Context: an optimization exercise on an open-source flow, tuned for small area, a short achievable clock period and few clock cycles. The choices shown serve that exercise and are no tape-out recipe. RTL that was checked went through simulation tests only; none was proved equivalent to the original. Function not checked in run 2: the RTL went through the layout flow alone. Power and IR drop assume default switching activity.

==> flow/design.v, too long to show whole: its modules and the start of the top module <==
// module matmul_ctrl: 54 lines
// module operand_addr_gen: 115 lines
// module mac_unit: 1807 lines
// module mac_fa: 7 lines
// module mac_ha: 7 lines
// module result_writer: 29 lines
// module matmul_top: 89 lines
module matmul_top #(
  parameter int ADDR_W = 16
) (
  input  logic                          clk,
  input  logic                          reset_n,
  input  logic                          dut_valid,
  output logic                          dut_ready,
  output logic [ADDR_W-1:0]             input_read_address,
  input  matmul_pkg::sram_word_u        input_read_data,
  output logic [ADDR_W-1:0]             weight_read_address,
  input  matmul_pkg::sram_word_u        weight_read_data,
  output logic                          result_write_enable,
  output logic [ADDR_W-1:0]             result_write_address,
  output logic [matmul_pkg::DATA_W-1:0] result_write_data
);
  // ...
==> flow/flow/run.sh <==
#!/bin/bash
# Standard ORFS layout at the design's clock and constraints, with faster
# port buffers and timing repair aimed below the clock period.
set -euo pipefail
bash standard.sh \
  "BUFFER_PORTS_ARGS=-buffer_cell sky130_fd_sc_hd__buf_4" \
  SETUP_SLACK_MARGIN=7.7 \
  TNS_END_PERCENT=100 \
  finish > standard_flow.log 2>&1
==> flow/standard.sh <==
#!/bin/bash
# synth_recipe.tcl (not shown) runs the flow's synth.tcl, then flattens the netlist and writes it again
# the make line also repeats each setting of config.mk as NAME=value (left out here)
make -C /OpenROAD-flow-scripts/flow DESIGN_CONFIG=/design/flow/config.mk WORK_HOME=/design/flow/orfs CLKGATE_MAP_FILE= SYNTH_SCRIPT=/design/flow/synth_recipe.tcl "${@:-finish}"
==> flow/config.mk <==
export PLATFORM = sky130hd
export DESIGN_NAME = matmul_top
export DESIGN_NICKNAME = matmul_top
export VERILOG_FILES = /design/flow/design.v
export SDC_FILE = /design/flow/constraint.sdc
export NUM_CORES = 4
export LEC_CHECK = 0
export CAP_MARGIN = 20
export CORE_MARGIN = 2
export CORE_UTILIZATION = 40
export SLEW_MARGIN = 20
export SYNTH_HIERARCHICAL = 1
==> flow/constraint.sdc <==
create_clock -name core_clock -period 11.0 [get_ports {clk}]
set_input_delay 2.2000 -clock core_clock [delete_from_list [all_inputs] [get_ports {clk}]]
set_output_delay 2.2000 -clock core_clock [all_outputs]
set_load 0.01 [all_outputs]
==> results.cfg, run 1 <==
[layout]
layout.core_utilization = 0.470
fill_cells = 6054
clockNetworkAreaShare = 0.0579
clkbuf_count = 77
final_nets = 2963
seq_share = 0.328
layout_common_cells = xnor2_1 (354), dfxtp_1 (292), a22oi_1 (259)

[pwr]
p_leak_nw = 11.7
p_clk_frac = 0.222
combPwrFrac = 0.467
p_per_area_mw_per_mm2 = 259
p_seq_mw = 2.55
p_int_mw = 5.15

[critical_path]
cp_slowest_cell = dfxtp_4
startpoint = u_writer.result_write_enable
cp-end-kind = output port
reg2reg_from = u_mac.a_q[18]

[detailed_routing]
drc = 0
first_pass_iters = 6
via_per_inst = 5.53
route.layer.met1.wl_mm = 29.7

[placement]
portBuffers = 148

[die]
die_x_um = 264
die-area_mm2 = 0.0699
tapCellCount = 873
core_area_mm2 = 0.0672
rows = 95
start_util = 0.404

[status]
status = finished clean

[clocking]
clk_latency_ps = 630

[global_routing]
grt_start_max_net_pins = 90
use_met3 = 0.0395
grt_antenna_before_repair = 4

[synthesis]
synth-xor-area-share = 0.137
syn_avg_cell_area_um2 = 11.0
synth-simple-area-share = 0.0989
syn_nets = 2865

[timing]
min_period_ps = 3340
whs_ps = 338
Testbench counts, summed over its fixed seeds: cycles 33,512.
==> run 2: changes to the inputs <==
--- a/flow/design.v
+++ b/flow/design.v
@@ -1197,7 +1197,8 @@
     m1 <= m1_d;
   end
-  logic [31:0] acc_s, acc_c, accm_s, accm_c;
+  logic [31:0] acc_s, accm_s, blk_s;
+  logic [2:0] acc_c, accm_c, blk_c;   
   assign accm_s = first_m2 ? 32'd0 : acc_s;
-  assign accm_c = first_m2 ? 32'd0 : acc_c;
+  assign accm_c = first_m2 ? 3'd0 : acc_c;
   logic y0_s352;
   logic y0_c353;
@@ -1301,17 +1302,17 @@
   logic y0_c451;
   logic y0_s452;
-  logic y0_c453;
-  logic y0_s454;
-  logic y0_c455;
-  logic y0_s456;
-  logic y0_c457;
-  logic y0_s458;
-  logic y0_c459;
-  logic y0_s460;
-  logic y0_c461;
-  logic y0_s462;
-  logic y0_c463;
-  logic y0_s464;
-  logic y0_s465;
+  logic y0_s453;
+  logic y1_s454;
+  logic y1_c455;
+  logic y1_s456;
+  logic y1_c457;
+  logic y1_s458;
+  logic y1_c459;
+  logic y1_s460;
+  logic y1_c461;
+  logic y1_s462;
+  logic y1_c463;
+  logic y1_s464;
+  logic y1_c465;
   logic y1_s466;
   logic y1_c467;
@@ -1361,20 +1362,20 @@
   logic y1_c511;
   logic y1_s512;
-  logic y1_c513;
-  logic y1_s514;
-  logic y1_c515;
-  logic y1_s516;
-  logic y1_c517;
-  logic y1_s518;
-  logic y1_c519;
-  logic y1_s520;
-  logic y1_c521;
-  logic y1_s522;
-  logic y1_c523;
-  logic y1_s524;
-  logic y1_c525;
-  logic y1_s526;
-  logic y1_c527;
-  logic y1_s528;
+  logic y2_s513;
+  logic y2_c514;
+  logic y2_s515;
+  logic y2_c516;
+  logic y2_s517;
+  logic y2_c518;
+  logic y2_s519;
+  logic y2_c520;
+  logic y2_s521;
+  logic y2_c522;
+  logic y2_s523;
+  logic y2_c524;
+  logic y2_s525;
+  logic y2_c526;
+  logic y2_s527;
+  logic y2_c528;
   logic y2_s529;
   logic y2_c530;
@@ -1424,214 +1425,481 @@
   logic y2_c574;
   logic y2_s575;
-  logic y2_c576;
-  logic y2_s577;
-  logic y2_c578;
-  logic y2_s579;
-  logic y2_c580;
-  logic y2_s581;
-  logic y2_c582;
-  logic y2_s583;
-  logic y2_c584;
-  logic y2_s585;
-  logic y2_c586;
-  logic y2_s587;
-  logic y2_c588;
-  logic y2_s589;
-  logic y2_c590;
-  logic y2_s591;
-  mac_ha u_y0_s352 (.a(m1[3]), .b(m1[4]), .s(y0_s352), .co(y0_c353));
-  mac_ha u_y0_s354 (.a(m1[6]), .b(m1[7]), .s(y0_s354), .co(y0_c355));
-  mac_fa u_y0_s356 (.a(m1[8]), .b(m1[9]), .c(m1[10]), .s(y0_s356), .co(y0_c357));
-  mac_ha u_y0_s358 (.a(m1[11]), .b(accm_s[4]), .s(y0_s358), .co(y0_c359));
-  mac_fa u_y0_s360 (.a(m1[12]), .b(m1[13]), .c(m1[14]), .s(y0_s360), .co(y0_c361));
-  mac_ha u_y0_s362 (.a(accm_s[5]), .b(accm_c[5]), .s(y0_s362), .co(y0_c363));
-  mac_fa u_y0_s364 (.a(m1[15]), .b(m1[16]), .c(m1[17]), .s(y0_s364), .co(y0_c365));
-  mac_fa u_y0_s366 (.a(m1[18]), .b(accm_s[6]), .c(accm_c[6]), .s(y0_s366), .co(y0_c367));
-  mac_fa u_y0_s368 (.a(m1[19]), .b(m1[20]), .c(m1[21]), .s(y0_s368), .co(y0_c369));
-  mac_fa u_y0_s370 (.a(m1[22]), .b(accm_s[7]), .c(accm_c[7]), .s(y0_s370), .co(y0_c371));
-  mac_fa u_y0_s372 (.a(m1[23]), .b(m1[24]), .c(m1[25]), .s(y0_s372), .co(y0_c373));
-  mac_fa u_y0_s374 (.a(m1[26]), .b(accm_s[8]), .c(accm_c[8]), .s(y0_s374), .co(y0_c375));
-  mac_fa u_y0_s376 (.a(m1[27]), .b(m1[28]), .c(m1[29]), .s(y0_s376), .co(y0_c377));
-  mac_fa u_y0_s378 (.a(m1[30]), .b(accm_s[9]), .c(accm_c[9]), .s(y0_s378), .co(y0_c379));
-  mac_fa u_y0_s380 (.a(m1[31]), .b(m1[32]), .c(m1[33]), .s(y0_s380), .co(y0_c381));
-  mac_fa u_y0_s382 (.a(m1[34]), .b(accm_s[10]), .c(accm_c[10]), .s(y0_s382), .co(y0_c383));
-  mac_fa u_y0_s384 (.a(m1[35]), .b(m1[36]), .c(m1[37]), .s(y0_s384), .co(y0_c385));
-  mac_fa u_y0_s386 (.a(m1[38]), .b(accm_s[11]), .c(accm_c[11]), .s(y0_s386), .co(y0_c387));
-  mac_fa u_y0_s388 (.a(m1[39]), .b(m1[40]), .c(m1[41]), .s(y0_s388), .co(y0_c389));
-  mac_fa u_y0_s390 (.a(m1[42]), .b(accm_s[12]), .c(accm_c[12]), .s(y0_s390), .co(y0_c391));
-  mac_fa u_y0_s392 (.a(m1[43]), .b(m1[44]), .c(m1[45]), .s(y0_s392), .co(y0_c393));
-  mac_fa u_y0_s394 (.a(m1[46]), .b(accm_s[13]), .c(accm_c[13]), .s(y0_s394), .co(y0_c395));
-  mac_fa u_y0_s396 (.a(m1[47]), .b(m1[48]), .c(m1[49]), .s(y0_s396), .co(y0_c397));
-  mac_fa u_y0_s398 (.a(m1[50]), .b(accm_s[14]), .c(accm_c[14]), .s(y0_s398), .co(y0_c399));
-  mac_fa u_y0_s400 (.a(m1[51]), .b(m1[52]), .c(m1[53]), .s(y0_s400), .co(y0_c401));
-  mac_fa u_y0_s402 (.a(m1[54]), .b(accm_s[15]), .c(accm_c[15]), .s(y0_s402), .co(y0_c403));
-  mac_fa u_y0_s404 (.a(m1[55]), .b(m1[56]), .c(m1[57]), .s(y0_s404), .co(y0_c405));
-  mac_fa u_y0_s406 (.a(m1[58]), .b(accm_s[16]), .c(accm_c[16]), .s(y0_s406), .co(y0_c407));
-  mac_fa u_y0_s408 (.a(m1[59]), .b(m1[60]), .c(m1[61]), .s(y0_s408), .co(y0_c409));
-  mac_fa u_y0_s410 (.a(m1[62]), .b(accm_s[17]), .c(accm_c[17]), .s(y0_s410), .co(y0_c411));
-  mac_fa u_y0_s412 (.a(m1[63]), .b(m1[64]), .c(m1[65]), .s(y0_s412), .co(y0_c413));
-  mac_fa u_y0_s414 (.a(m1[66]), .b(accm_s[18]), .c(accm_c[18]), .s(y0_s414), .co(y0_c415));
-  mac_fa u_y0_s416 (.a(m1[67]), .b(m1[68]), .c(m1[69]), .s(y0_s416), .co(y0_c417));
-  mac_fa u_y0_s418 (.a(m1[70]), .b(accm_s[19]), .c(accm_c[19]), .s(y0_s418), .co(y0_c419));
-  mac_fa u_y0_s420 (.a(m1[71]), .b(m1[72]), .c(m1[73]), .s(y0_s420), .co(y0_c421));
-  mac_fa u_y0_s422 (.a(m1[74]), .b(accm_s[20]), .c(accm_c[20]), .s(y0_s422), .co(y0_c423));
-  mac_fa u_y0_s424 (.a(m1[75]), .b(m1[76]), .c(m1[77]), .s(y0_s424), .co(y0_c425));
-  mac_fa u_y0_s426 (.a(m1[78]), .b(accm_s[21]), .c(accm_c[21]), .s(y0_s426), .co(y0_c427));
-  mac_fa u_y0_s428 (.a(m1[79]), .b(m1[80]), .c(m1[81]), .s(y0_s428), .co(y0_c429));
-  mac_fa u_y0_s430 (.a(m1[82]), .b(accm_s[22]), .c(accm_c[22]), .s(y0_s430), .co(y0_c431));
-  mac_fa u_y0_s432 (.a(m1[83]), .b(m1[84]), .c(m1[85]), .s(y0_s432), .co(y0_c433));
-  mac_fa u_y0_s434 (.a(m1[86]), .b(accm_s[23]), .c(accm_c[23]), .s(y0_s434), .co(y0_c435));
-  mac_fa u_y0_s436 (.a(m1[87]), .b(m1[88]), .c(m1[89]), .s(y0_s436), .co(y0_c437));
-  mac_fa u_y0_s438 (.a(m1[90]), .b(accm_s[24]), .c(accm_c[24]), .s(y0_s438), .co(y0_c439));
-  mac_fa u_y0_s440 (.a(m1[91]), .b(m1[92]), .c(m1[93]), .s(y0_s440), .co(y0_c441));
-  mac_fa u_y0_s442 (.a(m1[94]), .b(accm_s[25]), .c(accm_c[25]), .s(y0_s442), .co(y0_c443));
-  mac_fa u_y0_s444 (.a(m1[95]), .b(m1[96]), .c(m1[97]), .s(y0_s444), .co(y0_c445));
-  mac_fa u_y0_s446 (.a(m1[98]), .b(accm_s[26]), .c(accm_c[26]), .s(y0_s446), .co(y0_c447));
-  mac_fa u_y0_s448 (.a(m1[99]), .b(m1[100]), .c(m1[101]), .s(y0_s448), .co(y0_c449));
-  mac_fa u_y0_s450 (.a(m1[102]), .b(accm_s[27]), .c(accm_c[27]), .s(y0_s450), .co(y0_c451));
-  mac_fa u_y0_s452 (.a(m1[103]), .b(m1[104]), .c(m1[105]), .s(y0_s452), .co(y0_c453));
-  mac_fa u_y0_s454 (.a(m1[106]), .b(accm_s[28]), .c(accm_c[28]), .s(y0_s454), .co(y0_c455));
-  mac_fa u_y0_s456 (.a(m1[107]), .b(m1[108]), .c(m1[109]), .s(y0_s456), .co(y0_c457));
-  mac_fa u_y0_s458 (.a(m1[110]), .b(accm_s[29]), .c(accm_c[29]), .s(y0_s458), .co(y0_c459));
-  mac_fa u_y0_s460 (.a(m1[111]), .b(m1[112]), .c(m1[113]), .s(y0_s460), .co(y0_c461));
-  mac_fa u_y0_s462 (.a(m1[114]), .b(accm_s[30]), .c(accm_c[30]), .s(y0_s462), .co(y0_c463));
-  assign y0_s464 = m1[115] ^ m1[116] ^ m1[117];
-  assign y0_s465 = m1[118] ^ accm_s[31] ^ accm_c[31];
-  mac_ha u_y1_s466 (.a(m1[0]), .b(m1[1]), .s(y1_s466), .co(y1_c467));
-  mac_ha u_y1_s468 (.a(m1[2]), .b(accm_s[1]), .s(y1_s468), .co(y1_c469));
-  mac_fa u_y1_s470 (.a(m1[5]), .b(accm_s[2]), .c(accm_c[2]), .s(y1_s470), .co(y1_c471));
-  mac_fa u_y1_s472 (.a(accm_s[3]), .b(accm_c[3]), .c(y0_c353), .s(y1_s472), .co(y1_c473));
-  mac_fa u_y1_s474 (.a(accm_c[4]), .b(y0_c355), .c(y0_s356), .s(y1_s474), .co(y1_c475));
-  mac_fa u_y1_s476 (.a(y0_c357), .b(y0_c359), .c(y0_s360), .s(y1_s476), .co(y1_c477));
-  mac_fa u_y1_s478 (.a(y0_c361), .b(y0_c363), .c(y0_s364), .s(y1_s478), .co(y1_c479));
-  mac_fa u_y1_s480 (.a(y0_c365), .b(y0_c367), .c(y0_s368), .s(y1_s480), .co(y1_c481));
-  mac_fa u_y1_s482 (.a(y0_c369), .b(y0_c371), .c(y0_s372), .s(y1_s482), .co(y1_c483));
-  mac_fa u_y1_s484 (.a(y0_c373), .b(y0_c375), .c(y0_s376), .s(y1_s484), .co(y1_c485));
-  mac_fa u_y1_s486 (.a(y0_c377), .b(y0_c379), .c(y0_s380), .s(y1_s486), .co(y1_c487));
-  mac_fa u_y1_s488 (.a(y0_c381), .b(y0_c383), .c(y0_s384), .s(y1_s488), .co(y1_c489));
-  mac_fa u_y1_s490 (.a(y0_c385), .b(y0_c387), .c(y0_s388), .s(y1_s490), .co(y1_c491));
-  mac_fa u_y1_s492 (.a(y0_c389), .b(y0_c391), .c(y0_s392), .s(y1_s492), .co(y1_c493));
-  mac_fa u_y1_s494 (.a(y0_c393), .b(y0_c395), .c(y0_s396), .s(y1_s494), .co(y1_c495));
-  mac_fa u_y1_s496 (.a(y0_c397), .b(y0_c399), .c(y0_s400), .s(y1_s496), .co(y1_c497));
-  mac_fa u_y1_s498 (.a(y0_c401), .b(y0_c403), .c(y0_s404), .s(y1_s498), .co(y1_c499));
-  mac_fa u_y1_s500 (.a(y0_c405), .b(y0_c407), .c(y0_s408), .s(y1_s500), .co(y1_c501));
-  mac_fa u_y1_s502 (.a(y0_c409), .b(y0_c411), .c(y0_s412), .s(y1_s502), .co(y1_c503));
-  mac_fa u_y1_s504 (.a(y0_c413), .b(y0_c415), .c(y0_s416), .s(y1_s504), .co(y1_c505));
-  mac_fa u_y1_s506 (.a(y0_c417), .b(y0_c419), .c(y0_s420), .s(y1_s506), .co(y1_c507));
-  mac_fa u_y1_s508 (.a(y0_c421), .b(y0_c423), .c(y0_s424), .s(y1_s508), .co(y1_c509));
-  mac_fa u_y1_s510 (.a(y0_c425), .b(y0_c427), .c(y0_s428), .s(y1_s510), .co(y1_c511));
-  mac_fa u_y1_s512 (.a(y0_c429), .b(y0_c431), .c(y0_s432), .s(y1_s512), .co(y1_c513));
-  mac_fa u_y1_s514 (.a(y0_c433), .b(y0_c435), .c(y0_s436), .s(y1_s514), .co(y1_c515));
-  mac_fa u_y1_s516 (.a(y0_c437), .b(y0_c439), .c(y0_s440), .s(y1_s516), .co(y1_c517));
-  mac_fa u_y1_s518 (.a(y0_c441), .b(y0_c443), .c(y0_s444), .s(y1_s518), .co(y1_c519));
-  mac_fa u_y1_s520 (.a(y0_c445), .b(y0_c447), .c(y0_s448), .s(y1_s520), .co(y1_c521));
-  mac_fa u_y1_s522 (.a(y0_c449), .b(y0_c451), .c(y0_s452), .s(y1_s522), .co(y1_c523));
-  mac_fa u_y1_s524 (.a(y0_c453), .b(y0_c455), .c(y0_s456), .s(y1_s524), .co(y1_c525));
-  mac_fa u_y1_s526 (.a(y0_c457), .b(y0_c459), .c(y0_s460), .s(y1_s526), .co(y1_c527));
-  assign y1_s528 = y0_c461 ^ y0_c463 ^ y0_s464;
-  mac_ha u_y2_s529 (.a(accm_s[0]), .b(accm_c[0]), .s(y2_s529), .co(y2_c530));
-  mac_fa u_y2_s531 (.a(accm_c[1]), .b(y1_c467), .c(y1_s468), .s(y2_s531), .co(y2_c532));
-  mac_fa u_y2_s533 (.a(y0_s352), .b(y1_c469), .c(y1_s470), .s(y2_s533), .co(y2_c534));
-  mac_fa u_y2_s535 (.a(y0_s354), .b(y1_c471), .c(y1_s472), .s(y2_s535), .co(y2_c536));
-  mac_fa u_y2_s537 (.a(y0_s358), .b(y1_c473), .c(y1_s474), .s(y2_s537), .co(y2_c538));
-  mac_fa u_y2_s539 (.a(y0_s362), .b(y1_c475), .c(y1_s476), .s(y2_s539), .co(y2_c540));
-  mac_fa u_y2_s541 (.a(y0_s366), .b(y1_c477), .c(y1_s478), .s(y2_s541), .co(y2_c542));
-  mac_fa u_y2_s543 (.a(y0_s370), .b(y1_c479), .c(y1_s480), .s(y2_s543), .co(y2_c544));
-  mac_fa u_y2_s545 (.a(y0_s374), .b(y1_c481), .c(y1_s482), .s(y2_s545), .co(y2_c546));
-  mac_fa u_y2_s547 (.a(y0_s378), .b(y1_c483), .c(y1_s484), .s(y2_s547), .co(y2_c548));
-  mac_fa u_y2_s549 (.a(y0_s382), .b(y1_c485), .c(y1_s486), .s(y2_s549), .co(y2_c550));
-  mac_fa u_y2_s551 (.a(y0_s386), .b(y1_c487), .c(y1_s488), .s(y2_s551), .co(y2_c552));
-  mac_fa u_y2_s553 (.a(y0_s390), .b(y1_c489), .c(y1_s490), .s(y2_s553), .co(y2_c554));
-  mac_fa u_y2_s555 (.a(y0_s394), .b(y1_c491), .c(y1_s492), .s(y2_s555), .co(y2_c556));
-  mac_fa u_y2_s557 (.a(y0_s398), .b(y1_c493), .c(y1_s494), .s(y2_s557), .co(y2_c558));
-  mac_fa u_y2_s559 (.a(y0_s402), .b(y1_c495), .c(y1_s496), .s(y2_s559), .co(y2_c560));
-  mac_fa u_y2_s561 (.a(y0_s406), .b(y1_c497), .c(y1_s498), .s(y2_s561), .co(y2_c562));
-  mac_fa u_y2_s563 (.a(y0_s410), .b(y1_c499), .c(y1_s500), .s(y2_s563), .co(y2_c564));
-  mac_fa u_y2_s565 (.a(y0_s414), .b(y1_c501), .c(y1_s502), .s(y2_s565), .co(y2_c566));
-  mac_fa u_y2_s567 (.a(y0_s418), .b(y1_c503), .c(y1_s504), .s(y2_s567), .co(y2_c568));
-  mac_fa u_y2_s569 (.a(y0_s422), .b(y1_c505), .c(y1_s506), .s(y2_s569), .co(y2_c570));
-  mac_fa u_y2_s571 (.a(y0_s426), .b(y1_c507), .c(y1_s508), .s(y2_s571), .co(y2_c572));
-  mac_fa u_y2_s573 (.a(y0_s430), .b(y1_c509), .c(y1_s510), .s(y2_s573), .co(y2_c574));
-  mac_fa u_y2_s575 (.a(y0_s434), .b(y1_c511), .c(y1_s512), .s(y2_s575), .co(y2_c576));
-  mac_fa u_y2_s577 (.a(y0_s438), .b(y1_c513), .c(y1_s514), .s(y2_s577), .co(y2_c578));
-  mac_fa u_y2_s579 (.a(y0_s442), .b(y1_c515), .c(y1_s516), .s(y2_s579), .co(y2_c580));
-  mac_fa u_y2_s581 (.a(y0_s446), .b(y1_c517), .c(y1_s518), .s(y2_s581), .co(y2_c582));
-  mac_fa u_y2_s583 (.a(y0_s450), .b(y1_c519), .c(y1_s520), .s(y2_s583), .co(y2_c584));
-  mac_fa u_y2_s585 (.a(y0_s454), .b(y1_c521), .c(y1_s522), .s(y2_s585), .co(y2_c586));
-  mac_fa u_y2_s587 (.a(y0_s458), .b(y1_c523), .c(y1_s524), .s(y2_s587), .co(y2_c588));
-  mac_fa u_y2_s589 (.a(y0_s462), .b(y1_c525), .c(y1_s526), .s(y2_s589), .co(y2_c590));
-  assign y2_s591 = y0_s465 ^ y1_c527 ^ y1_s528;
-  assign nxt_s[0] = y1_s466;
-  assign nxt_c[0] = y2_s529;
-  assign nxt_s[1] = y2_c530;
-  assign nxt_c[1] = y2_s531;
-  assign nxt_s[2] = y2_c532;
-  assign nxt_c[2] = y2_s533;
-  assign nxt_s[3] = y2_c534;
-  assign nxt_c[3] = y2_s535;
-  assign nxt_s[4] = y2_c536;
-  assign nxt_c[4] = y2_s537;
-  assign nxt_s[5] = y2_c538;
-  assign nxt_c[5] = y2_s539;
-  assign nxt_s[6] = y2_c540;
-  assign nxt_c[6] = y2_s541;
-  assign nxt_s[7] = y2_c542;
-  assign nxt_c[7] = y2_s543;
-  assign nxt_s[8] = y2_c544;
-  assign nxt_c[8] = y2_s545;
-  assign nxt_s[9] = y2_c546;
-  assign nxt_c[9] = y2_s547;
-  assign nxt_s[10] = y2_c548;
-  assign nxt_c[10] = y2_s549;
-  assign nxt_s[11] = y2_c550;
-  assign nxt_c[11] = y2_s551;
-  assign nxt_s[12] = y2_c552;
-  assign nxt_c[12] = y2_s553;
-  assign nxt_s[13] = y2_c554;
-  assign nxt_c[13] = y2_s555;
-  assign nxt_s[14] = y2_c556;
-  assign nxt_c[14] = y2_s557;
-  assign nxt_s[15] = y2_c558;
-  assign nxt_c[15] = y2_s559;
-  assign nxt_s[16] = y2_c560;
-  assign nxt_c[16] = y2_s561;
-  assign nxt_s[17] = y2_c562;
-  assign nxt_c[17] = y2_s563;
-  assign nxt_s[18] = y2_c564;
-  assign nxt_c[18] = y2_s565;
-  assign nxt_s[19] = y2_c566;
-  assign nxt_c[19] = y2_s567;
-  assign nxt_s[20] = y2_c568;
-  assign nxt_c[20] = y2_s569;
-  assign nxt_s[21] = y2_c570;
-  assign nxt_c[21] = y2_s571;
-  assign nxt_s[22] = y2_c572;
-  assign nxt_c[22] = y2_s573;
-  assign nxt_s[23] = y2_c574;
-  assign nxt_c[23] = y2_s575;
-  assign nxt_s[24] = y2_c576;
-  assign nxt_c[24] = y2_s577;
-  assign nxt_s[25] = y2_c578;
-  assign nxt_c[25] = y2_s579;
-  assign nxt_s[26] = y2_c580;
-  assign nxt_c[26] = y2_s581;
-  assign nxt_s[27] = y2_c582;
-  assign nxt_c[27] = y2_s583;
-  assign nxt_s[28] = y2_c584;
-  assign nxt_c[28] = y2_s585;
-  assign nxt_s[29] = y2_c586;
-  assign nxt_c[29] = y2_s587;
-  assign nxt_s[30] = y2_c588;
-  assign nxt_c[30] = y2_s589;
-  assign nxt_s[31] = y2_c590;
-  assign nxt_c[31] = y2_s591;
+  mac_ha u_y0_s352 (.a(m1[8]), .b(m1[9]), .s(y0_s352), .co(y0_c353));
+  mac_ha u_y0_s354 (.a(m1[12]), .b(m1[13]), .s(y0_s354), .co(y0_c355));
+  mac_fa u_y0_s356 (.a(m1[15]), .b(m1[16]), .c(m1[17]), .s(y0_s356), .co(y0_c357));
+  mac_fa u_y0_s358 (.a(m1[19]), .b(m1[20]), .c(m1[21]), .s(y0_s358), .co(y0_c359));
+  mac_fa u_y0_s360 (.a(m1[23]), .b(m1[24]), .c(m1[25]), .s(y0_s360), .co(y0_c361));
+  mac_ha u_y0_s362 (.a(m1[26]), .b(accm_s[8]), .s(y0_s362), .co(y0_c363));
+  mac_fa u_y0_s364 (.a(m1[27]), .b(m1[28]), .c(m1[29]), .s(y0_s364), .co(y0_c365));
+  mac_ha u_y0_s366 (.a(m1[30]), .b(accm_s[9]), .s(y0_s366), .co(y0_c367));
+  mac_fa u_y0_s368 (.a(m1[31]), .b(m1[32]), .c(m1[33]), .s(y0_s368), .co(y0_c369));
+  mac_ha u_y0_s370 (.a(m1[34]), .b(accm_s[10]), .s(y0_s370), .co(y0_c371));
+  mac_fa u_y0_s372 (.a(m1[35]), .b(m1[36]), .c(m1[37]), .s(y0_s372), .co(y0_c373));
+  mac_ha u_y0_s374 (.a(m1[38]), .b(accm_s[11]), .s(y0_s374), .co(y0_c375));
+  mac_fa u_y0_s376 (.a(m1[39]), .b(m1[40]), .c(m1[41]), .s(y0_s376), .co(y0_c377));
+  mac_ha u_y0_s378 (.a(m1[42]), .b(accm_s[12]), .s(y0_s378), .co(y0_c379));
+  mac_fa u_y0_s380 (.a(m1[43]), .b(m1[44]), .c(m1[45]), .s(y0_s380), .co(y0_c381));
+  mac_ha u_y0_s382 (.a(m1[46]), .b(accm_s[13]), .s(y0_s382), .co(y0_c383));
+  mac_fa u_y0_s384 (.a(m1[47]), .b(m1[48]), .c(m1[49]), .s(y0_s384), .co(y0_c385));
+  mac_ha u_y0_s386 (.a(m1[50]), .b(accm_s[14]), .s(y0_s386), .co(y0_c387));
+  mac_fa u_y0_s388 (.a(m1[51]), .b(m1[52]), .c(m1[53]), .s(y0_s388), .co(y0_c389));
+  mac_ha u_y0_s390 (.a(m1[54]), .b(accm_s[15]), .s(y0_s390), .co(y0_c391));
+  mac_fa u_y0_s392 (.a(m1[55]), .b(m1[56]), .c(m1[57]), .s(y0_s392), .co(y0_c393));
+  mac_fa u_y0_s394 (.a(m1[58]), .b(accm_s[16]), .c(accm_c[1]), .s(y0_s394), .co(y0_c395));
+  mac_fa u_y0_s396 (.a(m1[59]), .b(m1[60]), .c(m1[61]), .s(y0_s396), .co(y0_c397));
+  mac_ha u_y0_s398 (.a(m1[62]), .b(accm_s[17]), .s(y0_s398), .co(y0_c399));
+  mac_fa u_y0_s400 (.a(m1[63]), .b(m1[64]), .c(m1[65]), .s(y0_s400), .co(y0_c401));
+  mac_ha u_y0_s402 (.a(m1[66]), .b(accm_s[18]), .s(y0_s402), .co(y0_c403));
+  mac_fa u_y0_s404 (.a(m1[67]), .b(m1[68]), .c(m1[69]), .s(y0_s404), .co(y0_c405));
+  mac_ha u_y0_s406 (.a(m1[70]), .b(accm_s[19]), .s(y0_s406), .co(y0_c407));
+  mac_fa u_y0_s408 (.a(m1[71]), .b(m1[72]), .c(m1[73]), .s(y0_s408), .co(y0_c409));
+  mac_ha u_y0_s410 (.a(m1[74]), .b(accm_s[20]), .s(y0_s410), .co(y0_c411));
+  mac_fa u_y0_s412 (.a(m1[75]), .b(m1[76]), .c(m1[77]), .s(y0_s412), .co(y0_c413));
+  mac_ha u_y0_s414 (.a(m1[78]), .b(accm_s[21]), .s(y0_s414), .co(y0_c415));
+  mac_fa u_y0_s416 (.a(m1[79]), .b(m1[80]), .c(m1[81]), .s(y0_s416), .co(y0_c417));
+  mac_ha u_y0_s418 (.a(m1[82]), .b(accm_s[22]), .s(y0_s418), .co(y0_c419));
+  mac_fa u_y0_s420 (.a(m1[83]), .b(m1[84]), .c(m1[85]), .s(y0_s420), .co(y0_c421));
+  mac_ha u_y0_s422 (.a(m1[86]), .b(accm_s[23]), .s(y0_s422), .co(y0_c423));
+  mac_fa u_y0_s424 (.a(m1[87]), .b(m1[88]), .c(m1[89]), .s(y0_s424), .co(y0_c425));
+  mac_fa u_y0_s426 (.a(m1[90]), .b(accm_s[24]), .c(accm_c[2]), .s(y0_s426), .co(y0_c427));
+  mac_fa u_y0_s428 (.a(m1[91]), .b(m1[92]), .c(m1[93]), .s(y0_s428), .co(y0_c429));
+  mac_ha u_y0_s430 (.a(m1[94]), .b(accm_s[25]), .s(y0_s430), .co(y0_c431));
+  mac_fa u_y0_s432 (.a(m1[95]), .b(m1[96]), .c(m1[97]), .s(y0_s432), .co(y0_c433));
+  mac_ha u_y0_s434 (.a(m1[98]), .b(accm_s[26]), .s(y0_s434), .co(y0_c435));
+  mac_fa u_y0_s436 (.a(m1[99]), .b(m1[100]), .c(m1[101]), .s(y0_s436), .co(y0_c437));
+  mac_ha u_y0_s438 (.a(m1[102]), .b(accm_s[27]), .s(y0_s438), .co(y0_c439));
+  mac_fa u_y0_s440 (.a(m1[103]), .b(m1[104]), .c(m1[105]), .s(y0_s440), .co(y0_c441));
+  mac_ha u_y0_s442 (.a(m1[106]), .b(accm_s[28]), .s(y0_s442), .co(y0_c443));
+  mac_fa u_y0_s444 (.a(m1[107]), .b(m1[108]), .c(m1[109]), .s(y0_s444), .co(y0_c445));
+  mac_ha u_y0_s446 (.a(m1[110]), .b(accm_s[29]), .s(y0_s446), .co(y0_c447));
+  mac_fa u_y0_s448 (.a(m1[111]), .b(m1[112]), .c(m1[113]), .s(y0_s448), .co(y0_c449));
+  mac_ha u_y0_s450 (.a(m1[114]), .b(accm_s[30]), .s(y0_s450), .co(y0_c451));
+  assign y0_s452 = m1[115] ^ m1[116] ^ m1[117];
+  assign y0_s453 = m1[118] ^ accm_s[31];
+  mac_ha u_y1_s454 (.a(m1[3]), .b(m1[4]), .s(y1_s454), .co(y1_c455));
+  mac_ha u_y1_s456 (.a(m1[6]), .b(m1[7]), .s(y1_s456), .co(y1_c457));
+  mac_fa u_y1_s458 (.a(m1[10]), .b(m1[11]), .c(accm_s[4]), .s(y1_s458), .co(y1_c459));
+  mac_fa u_y1_s460 (.a(m1[14]), .b(accm_s[5]), .c(y0_c353), .s(y1_s460), .co(y1_c461));
+  mac_fa u_y1_s462 (.a(m1[18]), .b(accm_s[6]), .c(y0_c355), .s(y1_s462), .co(y1_c463));
+  mac_fa u_y1_s464 (.a(m1[22]), .b(accm_s[7]), .c(y0_c357), .s(y1_s464), .co(y1_c465));
+  mac_fa u_y1_s466 (.a(accm_c[0]), .b(y0_c359), .c(y0_s360), .s(y1_s466), .co(y1_c467));
+  mac_fa u_y1_s468 (.a(y0_c361), .b(y0_c363), .c(y0_s364), .s(y1_s468), .co(y1_c469));
+  mac_fa u_y1_s470 (.a(y0_c365), .b(y0_c367), .c(y0_s368), .s(y1_s470), .co(y1_c471));
+  mac_fa u_y1_s472 (.a(y0_c369), .b(y0_c371), .c(y0_s372), .s(y1_s472), .co(y1_c473));
+  mac_fa u_y1_s474 (.a(y0_c373), .b(y0_c375), .c(y0_s376), .s(y1_s474), .co(y1_c475));
+  mac_fa u_y1_s476 (.a(y0_c377), .b(y0_c379), .c(y0_s380), .s(y1_s476), .co(y1_c477));
+  mac_fa u_y1_s478 (.a(y0_c381), .b(y0_c383), .c(y0_s384), .s(y1_s478), .co(y1_c479));
+  mac_fa u_y1_s480 (.a(y0_c385), .b(y0_c387), .c(y0_s388), .s(y1_s480), .co(y1_c481));
+  mac_fa u_y1_s482 (.a(y0_c389), .b(y0_c391), .c(y0_s392), .s(y1_s482), .co(y1_c483));
+  mac_fa u_y1_s484 (.a(y0_c393), .b(y0_c395), .c(y0_s396), .s(y1_s484), .co(y1_c485));
+  mac_fa u_y1_s486 (.a(y0_c397), .b(y0_c399), .c(y0_s400), .s(y1_s486), .co(y1_c487));
+  mac_fa u_y1_s488 (.a(y0_c401), .b(y0_c403), .c(y0_s404), .s(y1_s488), .co(y1_c489));
+  mac_fa u_y1_s490 (.a(y0_c405), .b(y0_c407), .c(y0_s408), .s(y1_s490), .co(y1_c491));
+  mac_fa u_y1_s492 (.a(y0_c409), .b(y0_c411), .c(y0_s412), .s(y1_s492), .co(y1_c493));
+  mac_fa u_y1_s494 (.a(y0_c413), .b(y0_c415), .c(y0_s416), .s(y1_s494), .co(y1_c495));
+  mac_fa u_y1_s496 (.a(y0_c417), .b(y0_c419), .c(y0_s420), .s(y1_s496), .co(y1_c497));
+  mac_fa u_y1_s498 (.a(y0_c421), .b(y0_c423), .c(y0_s424), .s(y1_s498), .co(y1_c499));
+  mac_fa u_y1_s500 (.a(y0_c425), .b(y0_c427), .c(y0_s428), .s(y1_s500), .co(y1_c501));
+  mac_fa u_y1_s502 (.a(y0_c429), .b(y0_c431), .c(y0_s432), .s(y1_s502), .co(y1_c503));
+  mac_fa u_y1_s504 (.a(y0_c433), .b(y0_c435), .c(y0_s436), .s(y1_s504), .co(y1_c505));
+  mac_fa u_y1_s506 (.a(y0_c437), .b(y0_c439), .c(y0_s440), .s(y1_s506), .co(y1_c507));
+  mac_fa u_y1_s508 (.a(y0_c441), .b(y0_c443), .c(y0_s444), .s(y1_s508), .co(y1_c509));
+  mac_fa u_y1_s510 (.a(y0_c445), .b(y0_c447), .c(y0_s448), .s(y1_s510), .co(y1_c511));
+  assign y1_s512 = y0_c449 ^ y0_c451 ^ y0_s452;
+  mac_ha u_y2_s513 (.a(m1[0]), .b(m1[1]), .s(y2_s513), .co(y2_c514));
+  mac_ha u_y2_s515 (.a(m1[2]), .b(accm_s[1]), .s(y2_s515), .co(y2_c516));
+  mac_fa u_y2_s517 (.a(m1[5]), .b(accm_s[2]), .c(y1_s454), .s(y2_s517), .co(y2_c518));
+  mac_fa u_y2_s519 (.a(accm_s[3]), .b(y1_c455), .c(y1_s456), .s(y2_s519), .co(y2_c520));
+  mac_fa u_y2_s521 (.a(y0_s352), .b(y1_c457), .c(y1_s458), .s(y2_s521), .co(y2_c522));
+  mac_fa u_y2_s523 (.a(y0_s354), .b(y1_c459), .c(y1_s460), .s(y2_s523), .co(y2_c524));
+  mac_fa u_y2_s525 (.a(y0_s356), .b(y1_c461), .c(y1_s462), .s(y2_s525), .co(y2_c526));
+  mac_fa u_y2_s527 (.a(y0_s358), .b(y1_c463), .c(y1_s464), .s(y2_s527), .co(y2_c528));
+  mac_fa u_y2_s529 (.a(y0_s362), .b(y1_c465), .c(y1_s466), .s(y2_s529), .co(y2_c530));
+  mac_fa u_y2_s531 (.a(y0_s366), .b(y1_c467), .c(y1_s468), .s(y2_s531), .co(y2_c532));
+  mac_fa u_y2_s533 (.a(y0_s370), .b(y1_c469), .c(y1_s470), .s(y2_s533), .co(y2_c534));
+  mac_fa u_y2_s535 (.a(y0_s374), .b(y1_c471), .c(y1_s472), .s(y2_s535), .co(y2_c536));
+  mac_fa u_y2_s537 (.a(y0_s378), .b(y1_c473), .c(y1_s474), .s(y2_s537), .co(y2_c538));
+  mac_fa u_y2_s539 (.a(y0_s382), .b(y1_c475), .c(y1_s476), .s(y2_s539), .co(y2_c540));
+  mac_fa u_y2_s541 (.a(y0_s386), .b(y1_c477), .c(y1_s478), .s(y2_s541), .co(y2_c542));
+  mac_fa u_y2_s543 (.a(y0_s390), .b(y1_c479), .c(y1_s480), .s(y2_s543), .co(y2_c544));
+  mac_fa u_y2_s545 (.a(y0_s394), .b(y1_c481), .c(y1_s482), .s(y2_s545), .co(y2_c546));
+  mac_fa u_y2_s547 (.a(y0_s398), .b(y1_c483), .c(y1_s484), .s(y2_s547), .co(y2_c548));
+  mac_fa u_y2_s549 (.a(y0_s402), .b(y1_c485), .c(y1_s486), .s(y2_s549), .co(y2_c550));
+  mac_fa u_y2_s551 (.a(y0_s406), .b(y1_c487), .c(y1_s488), .s(y2_s551), .co(y2_c552));
+  mac_fa u_y2_s553 (.a(y0_s410), .b(y1_c489), .c(y1_s490), .s(y2_s553), .co(y2_c554));
+  mac_fa u_y2_s555 (.a(y0_s414), .b(y1_c491), .c(y1_s492), .s(y2_s555), .co(y2_c556));
+  mac_fa u_y2_s557 (.a(y0_s418), .b(y1_c493), .c(y1_s494), .s(y2_s557), .co(y2_c558));
+  mac_fa u_y2_s559 (.a(y0_s422), .b(y1_c495), .c(y1_s496), .s(y2_s559), .co(y2_c560));
+  mac_fa u_y2_s561 (.a(y0_s426), .b(y1_c497), .c(y1_s498), .s(y2_s561), .co(y2_c562));
+  mac_fa u_y2_s563 (.a(y0_s430), .b(y1_c499), .c(y1_s500), .s(y2_s563), .co(y2_c564));
+  mac_fa u_y2_s565 (.a(y0_s434), .b(y1_c501), .c(y1_s502), .s(y2_s565), .co(y2_c566));
+  mac_fa u_y2_s567 (.a(y0_s438), .b(y1_c503), .c(y1_s504), .s(y2_s567), .co(y2_c568));
+  mac_fa u_y2_s569 (.a(y0_s442), .b(y1_c505), .c(y1_s506), .s(y2_s569), .co(y2_c570));
+  mac_fa u_y2_s571 (.a(y0_s446), .b(y1_c507), .c(y1_s508), .s(y2_s571), .co(y2_c572));
+  mac_fa u_y2_s573 (.a(y0_s450), .b(y1_c509), .c(y1_s510), .s(y2_s573), .co(y2_c574));
+  assign y2_s575 = y0_s453 ^ y1_c511 ^ y1_s512;
+  assign nxt_s[0] = accm_s[0];
+  assign nxt_c[0] = y2_s513;
+  assign nxt_s[1] = y2_c514;
+  assign nxt_c[1] = y2_s515;
+  assign nxt_s[2] = y2_c516;
+  assign nxt_c[2] = y2_s517;
+  assign nxt_s[3] = y2_c518;
+  assign nxt_c[3] = y2_s519;
+  assign nxt_s[4] = y2_c520;
+  assign nxt_c[4] = y2_s521;
+  assign nxt_s[5] = y2_c522;
+  assign nxt_c[5] = y2_s523;
+  assign nxt_s[6] = y2_c524;
+  assign nxt_c[6] = y2_s525;
+  assign nxt_s[7] = y2_c526;
+  assign nxt_c[7] = y2_s527;
+  assign nxt_s[8] = y2_c528;
+  assign nxt_c[8] = y2_s529;
+  assign nxt_s[9] = y2_c530;
+  assign nxt_c[9] = y2_s531;
+  assign nxt_s[10] = y2_c532;
+  assign nxt_c[10] = y2_s533;
+  assign nxt_s[11] = y2_c534;
+  assign nxt_c[11] = y2_s535;
+  assign nxt_s[12] = y2_c536;
+  assign nxt_c[12] = y2_s537;
+  assign nxt_s[13] = y2_c538;
+  assign nxt_c[13] = y2_s539;
+  assign nxt_s[14] = y2_c540;
+  assign nxt_c[14] = y2_s541;
+  assign nxt_s[15] = y2_c542;
+  assign nxt_c[15] = y2_s543;
+  assign nxt_s[16] = y2_c544;
+  assign nxt_c[16] = y2_s545;
+  assign nxt_s[17] = y2_c546;
+  assign nxt_c[17] = y2_s547;
+  assign nxt_s[18] = y2_c548;
+  assign nxt_c[18] = y2_s549;
+  assign nxt_s[19] = y2_c550;
+  assign nxt_c[19] = y2_s551;
+  assign nxt_s[20] = y2_c552;
+  assign nxt_c[20] = y2_s553;
+  assign nxt_s[21] = y2_c554;
+  assign nxt_c[21] = y2_s555;
+  assign nxt_s[22] = y2_c556;
+  assign nxt_c[22] = y2_s557;
+  assign nxt_s[23] = y2_c558;
+  assign nxt_c[23] = y2_s559;
+  assign nxt_s[24] = y2_c560;
+  assign nxt_c[24] = y2_s561;
+  assign nxt_s[25] = y2_c562;
+  assign nxt_c[25] = y2_s563;
+  assign nxt_s[26] = y2_c564;
+  assign nxt_c[26] = y2_s565;
+  assign nxt_s[27] = y2_c566;
+  assign nxt_c[27] = y2_s567;
+  assign nxt_s[28] = y2_c568;
+  assign nxt_c[28] = y2_s569;
+  assign nxt_s[29] = y2_c570;
+  assign nxt_c[29] = y2_s571;
+  assign nxt_s[30] = y2_c572;
+  assign nxt_c[30] = y2_s573;
+  assign nxt_s[31] = y2_c574;
+  assign nxt_c[31] = y2_s575;
+  logic [7:0] b0_sum;
+  logic [7:0] b0_g0, b0_p0;
+  assign b0_g0 = nxt_s[7:0] & nxt_c[7:0];
+  assign b0_p0 = nxt_s[7:0] ^ nxt_c[7:0];
+  logic [7:0] b0_g1, b0_p1;
+  assign b0_g1[0] = b0_g0[0];
+  assign b0_p1[0] = b0_p0[0];
+  assign b0_g1[1] = b0_g0[1] | (b0_p0[1] & b0_g0[0]);
+  assign b0_p1[1] = b0_p0[1] & b0_p0[0];
+  assign b0_g1[2] = b0_g0[2] | (b0_p0[2] & b0_g0[1]);
+  assign b0_p1[2] = b0_p0[2] & b0_p0[1];
+  assign b0_g1[3] = b0_g0[3] | (b0_p0[3] & b0_g0[2]);
+  assign b0_p1[3] = b0_p0[3] & b0_p0[2];
+  assign b0_g1[4] = b0_g0[4] | (b0_p0[4] & b0_g0[3]);
+  assign b0_p1[4] = b0_p0[4] & b0_p0[3];
+  assign b0_g1[5] = b0_g0[5] | (b0_p0[5] & b0_g0[4]);
+  assign b0_p1[5] = b0_p0[5] & b0_p0[4];
+  assign b0_g1[6] = b0_g0[6] | (b0_p0[6] & b0_g0[5]);
+  assign b0_p1[6] = b0_p0[6] & b0_p0[5];
+  assign b0_g1[7] = b0_g0[7] | (b0_p0[7] & b0_g0[6]);
+  assign b0_p1[7] = b0_p0[7] & b0_p0[6];
+  logic [7:0] b0_g2, b0_p2;
+  assign b0_g2[0] = b0_g1[0];
+  assign b0_p2[0] = b0_p1[0];
+  assign b0_g2[1] = b0_g1[1];
+  assign b0_p2[1] = b0_p1[1];
+  assign b0_g2[2] = b0_g1[2] | (b0_p1[2] & b0_g1[0]);
+  assign b0_p2[2] = b0_p1[2] & b0_p1[0];
+  assign b0_g2[3] = b0_g1[3] | (b0_p1[3] & b0_g1[1]);
+  assign b0_p2[3] = b0_p1[3] & b0_p1[1];
+  assign b0_g2[4] = b0_g1[4] | (b0_p1[4] & b0_g1[2]);
+  assign b0_p2[4] = b0_p1[4] & b0_p1[2];
+  assign b0_g2[5] = b0_g1[5] | (b0_p1[5] & b0_g1[3]);
+  assign b0_p2[5] = b0_p1[5] & b0_p1[3];
+  assign b0_g2[6] = b0_g1[6] | (b0_p1[6] & b0_g1[4]);
+  assign b0_p2[6] = b0_p1[6] & b0_p1[4];
+  assign b0_g2[7] = b0_g1[7] | (b0_p1[7] & b0_g1[5]);
+  assign b0_p2[7] = b0_p1[7] & b0_p1[5];
+  logic [7:0] b0_g3, b0_p3;
+  assign b0_g3[0] = b0_g2[0];
+  assign b0_p3[0] = b0_p2[0];
+  assign b0_g3[1] = b0_g2[1];
+  assign b0_p3[1] = b0_p2[1];
+  assign b0_g3[2] = b0_g2[2];
+  assign b0_p3[2] = b0_p2[2];
+  assign b0_g3[3] = b0_g2[3];
+  assign b0_p3[3] = b0_p2[3];
+  assign b0_g3[4] = b0_g2[4] | (b0_p2[4] & b0_g2[0]);
+  assign b0_p3[4] = b0_p2[4] & b0_p2[0];
+  assign b0_g3[5] = b0_g2[5] | (b0_p2[5] & b0_g2[1]);
+  assign b0_p3[5] = b0_p2[5] & b0_p2[1];
+  assign b0_g3[6] = b0_g2[6] | (b0_p2[6] & b0_g2[2]);
+  assign b0_p3[6] = b0_p2[6] & b0_p2[2];
+  assign b0_g3[7] = b0_g2[7] | (b0_p2[7] & b0_g2[3]);
+  assign b0_p3[7] = b0_p2[7] & b0_p2[3];
+  assign b0_sum[0] = b0_p0[0];
+  assign b0_sum[1] = b0_p0[1] ^ b0_g3[0];
+  assign b0_sum[2] = b0_p0[2] ^ b0_g3[1];
+  assign b0_sum[3] = b0_p0[3] ^ b0_g3[2];
+  assign b0_sum[4] = b0_p0[4] ^ b0_g3[3];
+  assign b0_sum[5] = b0_p0[5] ^ b0_g3[4];
+  assign b0_sum[6] = b0_p0[6] ^ b0_g3[5];
+  assign b0_sum[7] = b0_p0[7] ^ b0_g3[6];
+  assign blk_c[0] = b0_g3[7];
+  assign blk_s[7:0] = b0_sum;
+  logic [7:0] b1_sum;
+  logic [7:0] b1_g0, b1_p0;
+  assign b1_g0 = nxt_s[15:8] & nxt_c[15:8];
+  assign b1_p0 = nxt_s[15:8] ^ nxt_c[15:8];
+  logic [7:0] b1_g1, b1_p1;
+  assign b1_g1[0] = b1_g0[0];
+  assign b1_p1[0] = b1_p0[0];
+  assign b1_g1[1] = b1_g0[1] | (b1_p0[1] & b1_g0[0]);
+  assign b1_p1[1] = b1_p0[1] & b1_p0[0];
+  assign b1_g1[2] = b1_g0[2] | (b1_p0[2] & b1_g0[1]);
+  assign b1_p1[2] = b1_p0[2] & b1_p0[1];
+  assign b1_g1[3] = b1_g0[3] | (b1_p0[3] & b1_g0[2]);
+  assign b1_p1[3] = b1_p0[3] & b1_p0[2];
+  assign b1_g1[4] = b1_g0[4] | (b1_p0[4] & b1_g0[3]);
+  assign b1_p1[4] = b1_p0[4] & b1_p0[3];
+  assign b1_g1[5] = b1_g0[5] | (b1_p0[5] & b1_g0[4]);
+  assign b1_p1[5] = b1_p0[5] & b1_p0[4];
+  assign b1_g1[6] = b1_g0[6] | (b1_p0[6] & b1_g0[5]);
+  assign b1_p1[6] = b1_p0[6] & b1_p0[5];
+  assign b1_g1[7] = b1_g0[7] | (b1_p0[7] & b1_g0[6]);
+  assign b1_p1[7] = b1_p0[7] & b1_p0[6];
+  logic [7:0] b1_g2, b1_p2;
+  assign b1_g2[0] = b1_g1[0];
+  assign b1_p2[0] = b1_p1[0];
+  assign b1_g2[1] = b1_g1[1];
+  assign b1_p2[1] = b1_p1[1];
+  assign b1_g2[2] = b1_g1[2] | (b1_p1[2] & b1_g1[0]);
+  assign b1_p2[2] = b1_p1[2] & b1_p1[0];
+  assign b1_g2[3] = b1_g1[3] | (b1_p1[3] & b1_g1[1]);
+  assign b1_p2[3] = b1_p1[3] & b1_p1[1];
+  assign b1_g2[4] = b1_g1[4] | (b1_p1[4] & b1_g1[2]);
+  assign b1_p2[4] = b1_p1[4] & b1_p1[2];
+  assign b1_g2[5] = b1_g1[5] | (b1_p1[5] & b1_g1[3]);
+  assign b1_p2[5] = b1_p1[5] & b1_p1[3];
+  assign b1_g2[6] = b1_g1[6] | (b1_p1[6] & b1_g1[4]);
+  assign b1_p2[6] = b1_p1[6] & b1_p1[4];
+  assign b1_g2[7] = b1_g1[7] | (b1_p1[7] & b1_g1[5]);
+  assign b1_p2[7] = b1_p1[7] & b1_p1[5];
+  logic [7:0] b1_g3, b1_p3;
+  assign b1_g3[0] = b1_g2[0];
+  assign b1_p3[0] = b1_p2[0];
+  assign b1_g3[1] = b1_g2[1];
+  assign b1_p3[1] = b1_p2[1];
+  assign b1_g3[2] = b1_g2[2];
+  assign b1_p3[2] = b1_p2[2];
+  assign b1_g3[3] = b1_g2[3];
+  assign b1_p3[3] = b1_p2[3];
+  assign b1_g3[4] = b1_g2[4] | (b1_p2[4] & b1_g2[0]);
+  assign b1_p3[4] = b1_p2[4] & b1_p2[0];
+  assign b1_g3[5] = b1_g2[5] | (b1_p2[5] & b1_g2[1]);
+  assign b1_p3[5] = b1_p2[5] & b1_p2[1];
+  assign b1_g3[6] = b1_g2[6] | (b1_p2[6] & b1_g2[2]);
+  assign b1_p3[6] = b1_p2[6] & b1_p2[2];
+  assign b1_g3[7] = b1_g2[7] | (b1_p2[7] & b1_g2[3]);
+  assign b1_p3[7] = b1_p2[7] & b1_p2[3];
+  assign b1_sum[0] = b1_p0[0];
+  assign b1_sum[1] = b1_p0[1] ^ b1_g3[0];
+  assign b1_sum[2] = b1_p0[2] ^ b1_g3[1];
+  assign b1_sum[3] = b1_p0[3] ^ b1_g3[2];
+  assign b1_sum[4] = b1_p0[4] ^ b1_g3[3];
+  assign b1_sum[5] = b1_p0[5] ^ b1_g3[4];
+  assign b1_sum[6] = b1_p0[6] ^ b1_g3[5];
+  assign b1_sum[7] = b1_p0[7] ^ b1_g3[6];
+  assign blk_c[1] = b1_g3[7];
+  assign blk_s[15:8] = b1_sum;
+  logic [7:0] b2_sum;
+  logic [7:0] b2_g0, b2_p0;
+  assign b2_g0 = nxt_s[23:16] & nxt_c[23:16];
+  assign b2_p0 = nxt_s[23:16] ^ nxt_c[23:16];
+  logic [7:0] b2_g1, b2_p1;
+  assign b2_g1[0] = b2_g0[0];
+  assign b2_p1[0] = b2_p0[0];
+  assign b2_g1[1] = b2_g0[1] | (b2_p0[1] & b2_g0[0]);
+  assign b2_p1[1] = b2_p0[1] & b2_p0[0];
+  assign b2_g1[2] = b2_g0[2] | (b2_p0[2] & b2_g0[1]);
+  assign b2_p1[2] = b2_p0[2] & b2_p0[1];
+  assign b2_g1[3] = b2_g0[3] | (b2_p0[3] & b2_g0[2]);
+  assign b2_p1[3] = b2_p0[3] & b2_p0[2];
+  assign b2_g1[4] = b2_g0[4] | (b2_p0[4] & b2_g0[3]);
+  assign b2_p1[4] = b2_p0[4] & b2_p0[3];
+  assign b2_g1[5] = b2_g0[5] | (b2_p0[5] & b2_g0[4]);
+  assign b2_p1[5] = b2_p0[5] & b2_p0[4];
+  assign b2_g1[6] = b2_g0[6] | (b2_p0[6] & b2_g0[5]);
+  assign b2_p1[6] = b2_p0[6] & b2_p0[5];
+  assign b2_g1[7] = b2_g0[7] | (b2_p0[7] & b2_g0[6]);
+  assign b2_p1[7] = b2_p0[7] & b2_p0[6];
+  logic [7:0] b2_g2, b2_p2;
+  assign b2_g2[0] = b2_g1[0];
+  assign b2_p2[0] = b2_p1[0];
+  assign b2_g2[1] = b2_g1[1];
+  assign b2_p2[1] = b2_p1[1];
+  assign b2_g2[2] = b2_g1[2] | (b2_p1[2] & b2_g1[0]);
+  assign b2_p2[2] = b2_p1[2] & b2_p1[0];
+  assign b2_g2[3] = b2_g1[3] | (b2_p1[3] & b2_g1[1]);
+  assign b2_p2[3] = b2_p1[3] & b2_p1[1];
+  assign b2_g2[4] = b2_g1[4] | (b2_p1[4] & b2_g1[2]);
+  assign b2_p2[4] = b2_p1[4] & b2_p1[2];
+  assign b2_g2[5] = b2_g1[5] | (b2_p1[5] & b2_g1[3]);
+  assign b2_p2[5] = b2_p1[5] & b2_p1[3];
+  assign b2_g2[6] = b2_g1[6] | (b2_p1[6] & b2_g1[4]);
+  assign b2_p2[6] = b2_p1[6] & b2_p1[4];
+  assign b2_g2[7] = b2_g1[7] | (b2_p1[7] & b2_g1[5]);
+  assign b2_p2[7] = b2_p1[7] & b2_p1[5];
+  logic [7:0] b2_g3, b2_p3;
+  assign b2_g3[0] = b2_g2[0];
+  assign b2_p3[0] = b2_p2[0];
+  assign b2_g3[1] = b2_g2[1];
+  assign b2_p3[1] = b2_p2[1];
+  assign b2_g3[2] = b2_g2[2];
+  assign b2_p3[2] = b2_p2[2];
+  assign b2_g3[3] = b2_g2[3];
+  assign b2_p3[3] = b2_p2[3];
+  assign b2_g3[4] = b2_g2[4] | (b2_p2[4] & b2_g2[0]);
+  assign b2_p3[4] = b2_p2[4] & b2_p2[0];
+  assign b2_g3[5] = b2_g2[5] | (b2_p2[5] & b2_g2[1]);
+  assign b2_p3[5] = b2_p2[5] & b2_p2[1];
+  assign b2_g3[6] = b2_g2[6] | (b2_p2[6] & b2_g2[2]);
+  assign b2_p3[6] = b2_p2[6] & b2_p2[2];
+  assign b2_g3[7] = b2_g2[7] | (b2_p2[7] & b2_g2[3]);
+  assign b2_p3[7] = b2_p2[7] & b2_p2[3];
+  assign b2_sum[0] = b2_p0[0];
+  assign b2_sum[1] = b2_p0[1] ^ b2_g3[0];
+  assign b2_sum[2] = b2_p0[2] ^ b2_g3[1];
+  assign b2_sum[3] = b2_p0[3] ^ b2_g3[2];
+  assign b2_sum[4] = b2_p0[4] ^ b2_g3[3];
+  assign b2_sum[5] = b2_p0[5] ^ b2_g3[4];
+  assign b2_sum[6] = b2_p0[6] ^ b2_g3[5];
+  assign b2_sum[7] = b2_p0[7] ^ b2_g3[6];
+  assign blk_c[2] = b2_g3[7];
+  assign blk_s[23:16] = b2_sum;
+  logic [7:0] b3_sum;
+  logic [7:0] b3_g0, b3_p0;
+  assign b3_g0 = nxt_s[31:24] & nxt_c[31:24];
+  assign b3_p0 = nxt_s[31:24] ^ nxt_c[31:24];
+  logic [7:0] b3_g1, b3_p1;
+  assign b3_g1[0] = b3_g0[0];
+  assign b3_p1[0] = b3_p0[0];
+  assign b3_g1[1] = b3_g0[1] | (b3_p0[1] & b3_g0[0]);
+  assign b3_p1[1] = b3_p0[1] & b3_p0[0];
+  assign b3_g1[2] = b3_g0[2] | (b3_p0[2] & b3_g0[1]);
+  assign b3_p1[2] = b3_p0[2] & b3_p0[1];
+  assign b3_g1[3] = b3_g0[3] | (b3_p0[3] & b3_g0[2]);
+  assign b3_p1[3] = b3_p0[3] & b3_p0[2];
+  assign b3_g1[4] = b3_g0[4] | (b3_p0[4] & b3_g0[3]);
+  assign b3_p1[4] = b3_p0[4] & b3_p0[3];
+  assign b3_g1[5] = b3_g0[5] | (b3_p0[5] & b3_g0[4]);
+  assign b3_p1[5] = b3_p0[5] & b3_p0[4];
+  assign b3_g1[6] = b3_g0[6] | (b3_p0[6] & b3_g0[5]);
+  assign b3_p1[6] = b3_p0[6] & b3_p0[5];
+  assign b3_g1[7] = b3_g0[7] | (b3_p0[7] & b3_g0[6]);
+  assign b3_p1[7] = b3_p0[7] & b3_p0[6];
+  logic [7:0] b3_g2, b3_p2;
+  assign b3_g2[0] = b3_g1[0];
+  assign b3_p2[0] = b3_p1[0];
+  assign b3_g2[1] = b3_g1[1];
+  assign b3_p2[1] = b3_p1[1];
+  assign b3_g2[2] = b3_g1[2] | (b3_p1[2] & b3_g1[0]);
+  assign b3_p2[2] = b3_p1[2] & b3_p1[0];
+  assign b3_g2[3] = b3_g1[3] | (b3_p1[3] & b3_g1[1]);
+  assign b3_p2[3] = b3_p1[3] & b3_p1[1];
+  assign b3_g2[4] = b3_g1[4] | (b3_p1[4] & b3_g1[2]);
+  assign b3_p2[4] = b3_p1[4] & b3_p1[2];
+  assign b3_g2[5] = b3_g1[5] | (b3_p1[5] & b3_g1[3]);
+  assign b3_p2[5] = b3_p1[5] & b3_p1[3];
+  assign b3_g2[6] = b3_g1[6] | (b3_p1[6] & b3_g1[4]);
+  assign b3_p2[6] = b3_p1[6] & b3_p1[4];
+  assign b3_g2[7] = b3_g1[7] | (b3_p1[7] & b3_g1[5]);
+  assign b3_p2[7] = b3_p1[7] & b3_p1[5];
+  logic [7:0] b3_g3, b3_p3;
+  assign b3_g3[0] = b3_g2[0];
+  assign b3_p3[0] = b3_p2[0];
+  assign b3_g3[1] = b3_g2[1];
+  assign b3_p3[1] = b3_p2[1];
+  assign b3_g3[2] = b3_g2[2];
+  assign b3_p3[2] = b3_p2[2];
+  assign b3_g3[3] = b3_g2[3];
+  assign b3_p3[3] = b3_p2[3];
+  assign b3_g3[4] = b3_g2[4] | (b3_p2[4] & b3_g2[0]);
+  assign b3_p3[4] = b3_p2[4] & b3_p2[0];
+  assign b3_g3[5] = b3_g2[5] | (b3_p2[5] & b3_g2[1]);
+  assign b3_p3[5] = b3_p2[5] & b3_p2[1];
+  assign b3_g3[6] = b3_g2[6] | (b3_p2[6] & b3_g2[2]);
+  assign b3_p3[6] = b3_p2[6] & b3_p2[2];
+  assign b3_g3[7] = b3_g2[7] | (b3_p2[7] & b3_g2[3]);
+  assign b3_p3[7] = b3_p2[7] & b3_p2[3];
+  assign b3_sum[0] = b3_p0[0];
+  assign b3_sum[1] = b3_p0[1] ^ b3_g3[0];
+  assign b3_sum[2] = b3_p0[2] ^ b3_g3[1];
+  assign b3_sum[3] = b3_p0[3] ^ b3_g3[2];
+  assign b3_sum[4] = b3_p0[4] ^ b3_g3[3];
+  assign b3_sum[5] = b3_p0[5] ^ b3_g3[4];
+  assign b3_sum[6] = b3_p0[6] ^ b3_g3[5];
+  assign b3_sum[7] = b3_p0[7] ^ b3_g3[6];
+  assign blk_s[31:24] = b3_sum;
   always_ff @(posedge clk) begin
-    acc_s <= nxt_s;
-    acc_c <= nxt_c;
+    acc_s <= blk_s;
+    acc_c <= blk_c;
   end
-  logic [31:0] sum;
+  logic [31:0] sum, acc_cw;
+  assign acc_cw[0] = 1'b0;
+  assign acc_cw[1] = 1'b0;
+  assign acc_cw[2] = 1'b0;
+  assign acc_cw[3] = 1'b0;
+  assign acc_cw[4] = 1'b0;
+  assign acc_cw[5] = 1'b0;
+  assign acc_cw[6] = 1'b0;
+  assign acc_cw[7] = 1'b0;
+  assign acc_cw[8] = acc_c[0];
+  assign acc_cw[9] = 1'b0;
+  assign acc_cw[10] = 1'b0;
+  assign acc_cw[11] = 1'b0;
+  assign acc_cw[12] = 1'b0;
+  assign acc_cw[13] = 1'b0;
+  assign acc_cw[14] = 1'b0;
+  assign acc_cw[15] = 1'b0;
+  assign acc_cw[16] = acc_c[1];
+  assign acc_cw[17] = 1'b0;
+  assign acc_cw[18] = 1'b0;
+  assign acc_cw[19] = 1'b0;
+  assign acc_cw[20] = 1'b0;
+  assign acc_cw[21] = 1'b0;
+  assign acc_cw[22] = 1'b0;
+  assign acc_cw[23] = 1'b0;
+  assign acc_cw[24] = acc_c[2];
+  assign acc_cw[25] = 1'b0;
+  assign acc_cw[26] = 1'b0;
+  assign acc_cw[27] = 1'b0;
+  assign acc_cw[28] = 1'b0;
+  assign acc_cw[29] = 1'b0;
+  assign acc_cw[30] = 1'b0;
+  assign acc_cw[31] = 1'b0;
   logic [31:0] kg0, kp0;
-  assign kg0 = acc_s & acc_c;
-  assign kp0 = acc_s ^ acc_c;
+  assign kg0 = acc_s & acc_cw;
+  assign kp0 = acc_s ^ acc_cw;
   logic [31:0] kg1, kp1;
   assign kg1[0] = kg0[0];
--- a/flow/flow/run.sh
+++ b/flow/flow/run.sh
@@ -5,5 +5,5 @@
 bash standard.sh \
   "BUFFER_PORTS_ARGS=-buffer_cell sky130_fd_sc_hd__buf_4" \
-  SETUP_SLACK_MARGIN=7.7 \
+  SETUP_SLACK_MARGIN=7.8 \
   TNS_END_PERCENT=100 \
   finish > standard_flow.log 2>&1
--- a/flow/config.mk
+++ b/flow/config.mk
@@ -9,4 +9,6 @@
 export CORE_MARGIN = 2
 export CORE_UTILIZATION = 40
+export CTS_CLUSTER_DIAMETER = 120
+export CTS_CLUSTER_SIZE = 22
 export SLEW_MARGIN = 20
 export SYNTH_HIERARCHICAL = 1
==> run 2 against run 1 <==
  * Still clean on timing, DRC and antenna
  * Register-to-register slack worse by 20 ps
  * Non-clock buffer count rose by 29
  * Worst setup slack gained 51 ps
==> results.cfg, run 2 <==
[timing]
timing.final.crit_share = 0.299
fin_tns_setup_ps = 0
setup_ws_ps = 7710
slew-limit-headroom = 0.232
whs_ps = 331
min_period_ps = 3290
clock_skew_ps = 14.7
rsz0062_at_grt = yes
hold_viol_final = 0
worstMarginPinSlew_ps = 1140
slew_violations = 0
fmax_ghz = 0.304
finalSetupViolations = 0

[clocking]
clk_latency_ps = 580
clock-sinks = 436
cts.path.max_buffers = 3
clkTransAtPathRegs_ps = 100
hold_buffers = 0
cts_tree = built
numCtsBuffers = 23
htreeDepth = 1
cts_root_buf = clkbuf_16

[synthesis]
yosys_warnings = 10
synth.most_common_cell = xnor2_1
synth.area.mux_share = 0.00540
yosys.area.top_type = dfxtp_1
synth-seq-cells = 436
yosysSeqAreaShare = 0.369
synth_area_mm2 = 0.0260
syn_avg_cell_area_um2 = 11.0
synthArstFlopShare = 0
syn_nets = 2756
synth_top_family_by_area = adder cells
synth-xor-area-share = 0.148
synth-edff-count = 86
yosysUniqueCellTypes = 65
synth_compound_area_frac = 0.127
ys_top_cells_by_area = dfxtp_1 (27%), fa_1 (18%), xnor2_1 (13%)
ys.flop_type = dfxtp_1
yosys.area_share.adder = 0.225
synth-simple-area-share = 0.0934
yosysTopAreaCellShare = 0.270
synth_commonest_cells = xnor2_1 (372), dfxtp_1 (350), a22oi_1 (256)
netlist_instances = 2361

[detailed_routing]
via_per_inst = 5.54
drc = 0
antenna_left = 0
num_vias = 18500
first_pass_iters = 5
drtIter0Drc = 1356
drt-wirelength-per-cell_um = 21.1
wirelength_mm = 70.4

[global_routing]
grt_pass1_vias = 19500
grt_antenna_before_repair = 3
grt_pass1_wl_mm = 111
grt_start_max_net_pins = 106
grtUsageTotal = 0.209
grt_overflow = 0

[die]
core_area_mm2 = 0.0643
start_util = 0.404
rows = 93
die-area_mm2 = 0.0670
io_pins = 149
die_y_um = 259
die_x_um = 259

[layout]
final_nets = 2865
areaGrowthSynthToFinish_pct = 14.8
stdcell_count = 3338
layout.core_utilization = 0.463
final_common_cell = xnor2_1
regMostFlops = u_mac.m1
post_route_cells_drive_above_1_share = 0.190
largest_reg_flops = 119
layout_common_cells = xnor2_1 (368), a22oi_1 (256), dfxtp_1 (241)

[pwr]
ir_worst_vdd_mv = 0.344
p_per_area_mw_per_mm2 = 337
p_leak_nw = 11.0

[placement]
gp_congestion = 0.890
dp_cells = 3226
post-dp-hpwl_mm = 48.4
portBuffers = 148
preCtsSetupSlack_ps = 7200

[critical_path]
critPathMaxFanout = 2
path_class = reg2reg
arrival_ps = 3770
cp-end-kind = flip-flop
startpoint_type = flip-flop
required_ps = 11480

[status]
status = finished clean

[hold_path]
worstHoldPathType = reg2reg

[run]
maxCapViolCount = 0
run 2: changes by cell type after synthesis, moves of 9 or more:
cell	before	now
clkbuf_1	133	98
nor2b_1	72	42
dfxtp_1	379	350
fa_1	256	231
ha_1	73	97
buf_2	7	25
xnor2_1	358	372
o21ai_0	82	72
o21bai_1	3	12
run 2: what timing repair did:
action                     in CTS  in global routing
resized for setup             223                 47
setup endpoints to repair     103                110
gates cloned                    0                  0
pin swaps                      23                 30
buffers inserted               58                 16
run 2: Yosys stat by module, one instance, submodules excluded, excerpt:
module	cell area [um^2]	flops+latches	times used
mac_unit	12700	266	1
mac_ha	12.5	0	52
matmul_ctrl	1380	41	1
mac_fa	20.0	0	227
run 2: layout make-up:
class                      count  area, um^2
antenna                        2        5.00
clock buffer                  35         642
clock inverter                 1        8.76
fill                        5934       34500
inverter                      37         141
multi-input combinational   1717       15800
sequential                   436        9790
tap                          855        1070
timing repair buffer         255        2360
run 2: logic make-up (layout without fill, tap and decap cells):
logic type / after synthesis / in the layout
AOI/OAI and AO/OA: 480 / 480
and+or+nand+nor: 458 / 458
xor gates and xnor gates: 438 / 438
DFF: 436 / 436
adders and majority gates: 328 / 328
buffers and inverters: 208 / 328
muxes: 13 / 13
other: 0 / 2
run 2: worst paths after layout:
kind                      from                end  slack [ps]  cells past startpoint
min reg2reg  u_addr_gen.tg2[2]  u_addr_gen.tg3[2]         330                      0
max reg2reg       u_mac.m1[23]     u_mac.acc_c[1]        7710                     11
max               u_mac.m1[23]     u_mac.acc_c[1]        7710                     11
min          u_addr_gen.tg2[2]  u_addr_gen.tg3[2]         330                      0
run 2: power breakdown:
part	total (mW)	internal, mW	switching, mW
registers	2.41	2.14	0.266
logic	6.70	3.47	3.23
clock network	0.945	0.406	0.539
total	10.0	6.01	4.03
run 2: through the flow:
step	total power, mW	instance area (um^2)
2_1_floorplan	6.75	26100
3_3_place_gp	7.93	27800
5_1_grt	11.0	29800
6_report	10.0	29800
3_5_place_dp	8.15	27800
4_1_cts	9.66	29500
run 2: per-layer routing:
layer  global-route usage  share of wire  up-vias  routed length (um)
li1                     -              -     8407                   -
met5                    0        0.00016        -                  11
met4               0.0772          0.035        2                2480
met1                0.269           0.42     9238               29400
met2                0.356           0.48      680               34100
met3               0.0328          0.062      157                4340
run 2: worst max-delay path, cell delays in order, from the launching register on:
cell and delay, ps:
dfxtp_2 340, fa_1 560, fa_1 430, fa_1 450
ha_2 200, fa_2 350, a21o_1 180, a21oi_2 170
o21bai_1 90, a21oi_2 160, o21bai_1 90, a21o_1 180
